This is an optimization exercise on Yosys and OpenROAD, whose aim is small area, not a production implementation. The RTL was checked by simulation tests, not by an equivalence proof against the original design. Power figures rest on the tool's default switching activity, not on a simulated workload.

Setup of the previous run:
==> flow/design.v (excerpt) <==
module reg_file #(
  parameter int XLEN = 32,
  parameter int NREG = 32
) (
  input  logic            Clock,
  input  logic            nReset,
  input  logic            Wreg,
  input  logic [4:0]      rd,
  input  logic [XLEN-1:0] Wdata,
  input  logic [4:0]      rs1,
  input  logic [4:0]      rs2,
  input  logic            use_rs1,
  input  logic            use_rs2,
  input  logic            issue_valid,
  input  logic            issue_wreg,
  input  logic [4:0]      issue_rd,
  input  logic            flush,
  output logic [XLEN-1:0] rdata1,
  output logic [XLEN-1:0] rdata2,
  output logic            stall,
  output logic            pending_any
);
Size: ~1100 flip-flops, about 130 I/O pins, roughly 43000 µm² of cells after synthesis.
==> flow/config.mk <==
export PLATFORM = sky130hd
export DESIGN_NAME = reg_file
export DESIGN_NICKNAME = reg_file
export VERILOG_FILES = /design/flow/design.v
export SDC_FILE = /design/flow/constraint.sdc
export NUM_CORES = 4
export LEC_CHECK = 0
export CAP_MARGIN = 10
export CORE_MARGIN = 2
export CORE_UTILIZATION = 50
export SLEW_MARGIN = 10
export SYNTH_HIERARCHICAL = 1
export SYNTH_MINIMUM_KEEP_SIZE = 0
==> flow/constraint.sdc <==
create_clock -name core_clock -period 8.0 [get_ports {Clock}]
set_input_delay 1.6000 -clock core_clock [delete_from_list [all_inputs] [get_ports {Clock}]]
set_output_delay 1.6000 -clock core_clock [all_outputs]
set_load 0.01 [all_outputs]
standard.sh (not shown) runs the stock make flow with config.mk's settings and CLKGATE_MAP_FILE= SYNTH_SCRIPT=/design/flow/synth_recipe.tcl, a recipe that flattens the netlist after the stock synthesis.
==> flow/flow/run.sh <==
#!/bin/bash
# Own layout flow: the standard flow (standard.sh), with two changes made
# through ORFS's own variables:
#  - ports are buffered with sky130_fd_sc_hd__buf_1 instead of the default
#    choice (a delay cell);
#  - clock tree synthesis uses clkbuf_8 with smaller sink clusters and does
#    not insert dummy loads.
# The full output of the run goes to flow_make.log in the work folder; ORFS
# writes each step's log under orfs/logs/.
set -euo pipefail
export BUFFER_PORTS_ARGS="-buffer_cell sky130_fd_sc_hd__buf_1"
export CTS_ARGS="-sink_clustering_enable -repair_clock_nets -dont_use_dummy_load -buf_list sky130_fd_sc_hd__clkbuf_8 -sink_clustering_size 14 -sink_clustering_max_diameter 50"
bash standard.sh finish > flow_make.log 2>&1
Inputs modified between the previous run and the current run:
- CAP_MARGIN changed from 10 to 0
- SLEW_MARGIN changed from 10 to 0
Results
For the current run and the previous run, there was not a single run that failed to finish clean.
Met2 usage: the current run vs the previous run identical
Reported for the current run and the previous run, internal power turned out identical to the last digit.
Comparing the current run against the previous run, there is no change at all in wire length of the first global-routing pass.
Diff the previous run..the current run | post-route fraction of the period consumed by the critical path | unchanged
Gate count of the mapped netlist: the current run vs the previous run — no meaningful difference
The buffer depth of the longest clock path of the current run and that of the previous run are within noise of each other.
Comparing the current run against the previous run, there is no change at all in area enclosed by the die boundary.
In terms of reg2reg setup slack, the previous run and the current run differ only marginally.
Between the previous run and the current run, the share of total power in the clock network figures differ only marginally.

---

Another version of the RTL of reg_file (not shown whole).
For scale: roughly 4000 cells after synthesis, about 1100 flip-flops, about 0.044 sq mm of cells after synthesis.
==> flow/config.mk <==
export PLATFORM = sky130hd
export DESIGN_NAME = reg_file
export DESIGN_NICKNAME = reg_file
export VERILOG_FILES = /design/flow/design.v
export SDC_FILE = /design/flow/constraint.sdc
export NUM_CORES = 4
export LEC_CHECK = 0
export CAP_MARGIN = 20
export CORE_MARGIN = 2
export CORE_UTILIZATION = 50
export SLEW_MARGIN = 20
export SYNTH_HIERARCHICAL = 1
export SYNTH_MINIMUM_KEEP_SIZE = 0
==> flow/constraint.sdc <==
create_clock -name core_clock -period 8.0 [get_ports {Clock}]
set_input_delay 1.6000 -clock core_clock [delete_from_list [all_inputs] [get_ports {Clock}]]
set_output_delay 1.6000 -clock core_clock [all_outputs]
set_load 0.01 [all_outputs]
==> flow/flow/run.sh <==
#!/bin/bash
# Own layout flow: the standard flow (standard.sh), with changes made
# through ORFS's own variables and step hooks:
#  - ports are buffered with sky130_fd_sc_hd__buf_1 instead of the default
#    choice (a delay cell);
#  - timing-driven global placement keeps none of its trial buffering
#    (GPL_KEEP_OVERFLOW=0), so buffers come only from repair_design;
#  - before repair_design, flow/size.tcl gives high-fanout nets stronger
#    drivers of the same function instead of extra buffers;
#  - clock tree synthesis uses clkbuf_4 with small sink clusters and does not
#    insert dummy loads.
# The full output of the run goes to flow_make.log in the work folder; ORFS
# writes each step's log under orfs/logs/.
set -euo pipefail
here=$(pwd)
export BUFFER_PORTS_ARGS="-buffer_cell sky130_fd_sc_hd__buf_1"
export GPL_KEEP_OVERFLOW=0
export PRE_RESIZE_TCL="$here/flow/size.tcl"
export CTS_ARGS="-sink_clustering_enable -repair_clock_nets -dont_use_dummy_load -buf_list sky130_fd_sc_hd__clkbuf_4 -sink_clustering_size 8 -sink_clustering_max_diameter 50"
bash standard.sh finish > flow_make.log 2>&1
==> flow/flow/size.tcl <==
# Run before repair_design: give each high-fanout net a driver of a larger
# drive strength of the same function, in place of the buffers repair_design
# would otherwise add on it. Only inverters, NAND2/NAND3/NOR2 gates and port
# input buffers are resized; the netlist's function is unchanged.
set sz_count 0
foreach sz_net [[ord::get_db_block] getNets] {
  if {[$sz_net getSigType] ne "SIGNAL"} { continue }
  set sz_drv ""
  set sz_fo 0
  foreach sz_it [$sz_net getITerms] {
    if {[$sz_it isOutputSignal]} { set sz_drv $sz_it } elseif {[$sz_it isInputSignal]} { incr sz_fo }
  }
  if {$sz_drv eq "" || $sz_fo < 12} { continue }
  set sz_inst [$sz_drv getInst]
  set sz_m [[$sz_inst getMaster] getName]
  set sz_new ""
  if {[regexp {^sky130_fd_sc_hd__inv_[12]$} $sz_m]} {
    set sz_new "sky130_fd_sc_hd__inv_2"
  } elseif {[regexp {^sky130_fd_sc_hd__(nand2|nand3|nor2|buf)_1$} $sz_m -> sz_f]} {
    set sz_new "sky130_fd_sc_hd__${sz_f}_2"
  }
  if {$sz_new ne "" && $sz_new ne $sz_m} {
    replace_cell [$sz_inst getName] $sz_new
    incr sz_count
  }
}
puts "size.tcl: resized $sz_count drivers of high-fanout nets"
Next try:
--- a/flow/flow/run.sh
+++ b/flow/flow/run.sh
@@ -19 +19 @@
-export CTS_ARGS="-sink_clustering_enable -repair_clock_nets -dont_use_dummy_load -buf_list sky130_fd_sc_hd__clkbuf_4 -sink_clustering_size 8 -sink_clustering_max_diameter 50"
+export CTS_ARGS="-sink_clustering_enable -repair_clock_nets -dont_use_dummy_load -buf_list sky130_fd_sc_hd__clkbuf_4 -sink_clustering_size 8 -sink_clustering_max_diameter 40"
--- a/flow/flow/size.tcl
+++ b/flow/flow/size.tcl
@@ -18 +18 @@
-    set sz_new "sky130_fd_sc_hd__inv_2"
+    set sz_new [expr {$sz_fo >= 24 ? "sky130_fd_sc_hd__inv_4" : "sky130_fd_sc_hd__inv_2"}]
Outcome: The new run ran to the end with no violations. Cell area came out higher by about 0.65%. Clock skew drops by 0.049 ns. Flip-flop and latch count does not change. Setup slack is better by 0.051 ns.

[separate check: timing with driven ports]
How much do the figures lean on ideal ports? The routed layouts below were timed once more, with nothing changed but the port constraints. Step 1: set_driving_cell puts a clkbuf_16 on Clock and a buf_2 on each other input, an assumption about the parent block. Step 2 moves the port delays by t, midway between the first and last clock arrival at a register: inputs arrive t later, outputs are due t later. That takes back most of the time a late clock gives input paths. Three values: ideal, step 1, step 2; two values: the first two.
| run | t, ns | setup slack, ns | worst setup path at the end |
|---|---|---|---|
| the previous run | 0.850 | 0.271 / 0.247 / 0.247 | input to output |
| the current run | 0.850 | 0.271 / 0.247 / 0.247 | input to output |
| the first run of note 2 | 1.134 | 0.639 / 0.567 / 0.567 | input to output |
| the second run of note 2 | 1.227 | 0.690 / 0.620 / 0.620 | input to output |
After both steps every run listed still meets setup and hold. The setup slack of the first run of note 2, which loses most, moves by -0.072 ns with the drivers and by -0.072 ns with both steps.
